Background: an optimization exercise with open tools, aiming at small area. Do not read the settings as production practice. At most, simulation tests tie the RTL to the original design; equivalence was not proved. No activity file was given, so power comes from the tool's default toggle rates.

// isp_demosaic
module isp_demosaic (
    input  logic pclk,
    input  logic rst_n,
    input  logic in_vsync,
    input  logic in_href,
    input  demosaic_pixel_pkg::pix_t in_raw,
    output logic out_href,
    output logic out_vsync,
    output demosaic_pixel_pkg::pix_t out_r,
    output demosaic_pixel_pkg::pix_t out_g,
    output demosaic_pixel_pkg::pix_t out_b
);
localparam int D  = 5;     
localparam int SR = 48;    
localparam int GF = 8;     
function automatic logic [8:0] add8(input logic [7:0] a, input logic [7:0] b, input logic cin);
    logic c;
    c = cin;
    for (int i = 0; i < 8; i++) begin
        add8[i] = a[i] ^ b[i] ^ c;
        c = (a[i] & b[i]) | (a[i] & c) | (b[i] & c);
    end
    add8[8] = c;
endfunction
function automatic logic [9:0] add9(input logic [8:0] a, input logic [8:0] b, input logic cin);
    logic c;
    c = cin;
    for (int i = 0; i < 9; i++) begin
  ...
Size: roughly 1,200 cells after synthesis.
export LEC_CHECK = 0
export CAP_MARGIN = 20
export CORE_MARGIN = 2
export CORE_UTILIZATION = 40
export CTS_BUF_LIST = sky130_fd_sc_hd__clkbuf_16
export CTS_CLUSTER_DIAMETER = 100
export CTS_CLUSTER_SIZE = 30
export SLEW_MARGIN = 20
create_clock -name core_clock -period 8.0 [get_ports {pclk}]
run.sh (not shown) runs the stock make flow with config.mk's settings and CLKGATE_MAP_FILE= SYNTH_SCRIPT=/design/flow/synth_recipe.tcl, a recipe that flattens the netlist after the stock synthesis.
The first run ran to the end with violations: setup timing.
Then changed:
--- a/flow/design.v
+++ b/flow/design.v
@@ -92,30 +92,28 @@
     logic [7:0] dh, dv;
     logic       lt, gt;
     sh = add8(l, r, 1'b0);
     sv = add8(u, d, 1'b0);
     eh = add8(l, ~r, 1'b1);        
     ev = add8(u, ~d, 1'b1);
     dh = eh[8] ? eh[7:0] : -eh[7:0];
     dv = ev[8] ? ev[7:0] : -ev[7:0];
     lt = dh < dv;
     gt = dv < dh;
     gsel = {gt ? sv : sh, lt ? sh : sv};    
 endfunction
-function automatic logic [7:0] clamp_diff(input logic [7:0] g, input logic [7:0] c, input logic [7:0] m);
-    logic [8:0] p;
+function automatic logic [7:0] clamp_sub(input logic [8:0] p, input logic [7:0] m);
     logic [10:0] d;
-    p = add8(g, c, 1'b0);
     d = add10({1'b0, p}, {2'b11, ~m}, 1'b1);    
-    clamp_diff = d[9] ? 8'h00 : d[8] ? 8'hff : d[7:0];
+    clamp_sub = d[9] ? 8'h00 : d[8] ? 8'hff : d[7:0];
 endfunction
 logic [7:0] raw_d [1:D];
 logic [D:1] hr_d;
 logic [D:1] vs_d;
 always_ff @(posedge pclk) begin
     raw_d[1] <= in_raw;
     for (int k = 2; k <= D; k++)
         raw_d[k] <= raw_d[k-1];
     hr_d <= {hr_d[D-1:1], in_href};
 end
 always_ff @(posedge pclk or negedge rst_n) begin
     if (!rst_n) begin
@@ -177,25 +175,25 @@
     tap[0] = rawi;
     for (int k = 1; k <= SR; k++)
         tap[k] = sr[k];
 end
 logic [7:0] up1;
 always_ff @(posedge pclk)
     up1 <= tap[48];
 logic [7:0] g_in [4];
 logic [7:0] g_new, g_top;
 logic [7:0] gf [1:GF];    
 logic       gf_shift;
 logic [8:0] v0, v1, v2, v3;   
-logic [8:0] k0, k1, k2, k3;   
+logic [8:0] k0, k1, k2;       
 logic [17:0] xy;
 logic [9:0]  t4, cs_s;
 logic [10:0] cs_c, tot;
 always_comb begin
     if (mcol) begin       
         g_in[0] = tap[34]; g_in[1] = tap[32]; g_in[2] = up1;     g_in[3] = tap[17];
     end else begin        
         g_in[0] = tap[18]; g_in[1] = tap[16]; g_in[2] = tap[33]; g_in[3] = tap[1];
     end
     xy    = gsel(g_in[0], g_in[1], g_in[2], g_in[3]);
     g_top = gf[GF];
     t4 = mcol ? 10'd0 : {g_top, 2'b00};
@@ -211,73 +209,72 @@
     v0    = tot[10:2];
     g_new = tot[9:2];
 end
 assign gf_shift = shift & mcol & (|col_cnt);
 always_ff @(posedge pclk) begin
     if (gf_shift) begin
         gf[1] <= g_new;
         for (int k = 2; k <= GF; k++)
             gf[k] <= gf[k-1];
     end
 end
 assign k0 = mcol ? {1'b0, tap[33]} : add8(up1, tap[17], 1'b0);
+logic [9:0] a0;
+logic [7:0] rawc0, gc0;
+logic [8:0] p0, q0, p1, q1;
+always_comb begin
+    rawc0 = line_end ? tap[33] : tap[34];    
+    a0    = add9(k0, k2, 1'b0);              
+    gc0   = mcol ? rawc0 : v1[7:0];          
+    p0    = add8(gc0, mcol ? a0[8:1] : a0[9:2], 1'b0);
+    q0    = add8(rawc0, k1[8:1], 1'b0);
+end
 always_ff @(posedge pclk) begin
     v1 <= v0;
     v2 <= v1;
     v3 <= v2;
     k1 <= k0;
     k2 <= k1;
-    k3 <= k2;
+    p1 <= p0;
+    q1 <= q0;
 end
 logic       valid, border;
 logic [1:0] site;         
 logic       valid1, border1;
 logic [1:0] site1;
 logic [7:0] rawc1;
 assign valid  = slot & (row_cnt >= 4'd2) & (col_cnt >= 5'd2);
 assign border = (row_cnt < 4'd4) | flush_row | (col_cnt < 5'd4) | col_cnt[4];
 assign site   = {row_cnt[0], col_cnt[0]};
 always_ff @(posedge pclk or negedge rst_n) begin
     if (!rst_n)
         valid1 <= 1'b0;
     else
         valid1 <= valid;
 end
 always_ff @(posedge pclk) begin
     border1 <= border;
     site1   <= site;
-    rawc1   <= line_end ? tap[33] : tap[34];    
+    rawc1   <= rawc0;
 end
 logic       cgreen;
-logic [7:0] g_c, c1_avg, c2_avg, m1, m2;
+logic [7:0] g_c;
 logic [9:0] w;
 logic [7:0] ch1, ch2;
 assign cgreen = site1[0] ^ site1[1];
 always_comb begin
-    logic [9:0] a;
-    a = add9(k1, k3, 1'b0);           
-    w = add9(v1, v3, 1'b0);           
-    if (cgreen) begin                 
-        g_c    = rawc1;
-        c1_avg = a[8:1];
-        m1     = w[8:1];
-    end else begin                    
-        g_c    = v2[7:0];
-        c1_avg = a[9:2];
-        m1     = w[9:2];
-    end
-    c2_avg = k2[8:1];                 
-    m2     = v2[8:1];
-    ch1    = clamp_diff(g_c, c1_avg, m1);
-    ch2    = clamp_diff(rawc1, c2_avg, m2);
+    w   = add9(v1, v3, 1'b0);                 
+    g_c = cgreen ? rawc1 : v2[7:0];
+    ch1 = clamp_sub(p1, cgreen ? w[8:1] : w[9:2]);
+    ch2 = clamp_sub(q1, v2[8:1]);
 end
 assign out_href = valid1;
 always_comb begin
     if (!valid1) begin
         out_r = '0;
         out_g = '0;
         out_b = '0;
     end else if (border1) begin
         out_r = rawc1;
         out_g = rawc1;
         out_b = rawc1;
     end else begin
The new run completed with no timing, DRC or antenna violations; core utilization is lower by 0.69 points; global-route usage came out lower by 0.49 points; via count went up by 0.87%; cell area rose by about 0.43%; cell count climbs by about 1.7%; worst hold slack is about the same; synthesized cell count increases by about 3.3%; die area came out higher by about 1.6%; routed wire length went down by about 2.5%; combinational power came out lower by 14%; fmax rose by 6.6%; flip-flop and latch count is higher by 9; non-clock buffer count came out lower by 10; power is lower by 5.4%.
The RTL of the first run of this note was laid out without a check of its function.

re-timing with driven ports:
No port has a modelled driver above. Below, the same layouts with a new extraction and two added sets of constraints. Step 1 assumes that a clkbuf_16 drives the clock port and a buf_2 every other input. Step 2 moves the port delays by t, midway between the first and last clock arrival at a register: inputs arrive t later, outputs are due t later. That takes back most of the time a late clock gives input paths. a / b / c = no drivers / after step 1 / after step 2; a / b = the first two.
run | t (ns) | setup slack, ns | worst setup path after step 2
the first run | 0.620 | -0.271 / -0.325 / 0.289 | register to register
the second run | 0.626 | 0.242 / 0.189 / 0.389 | register to register
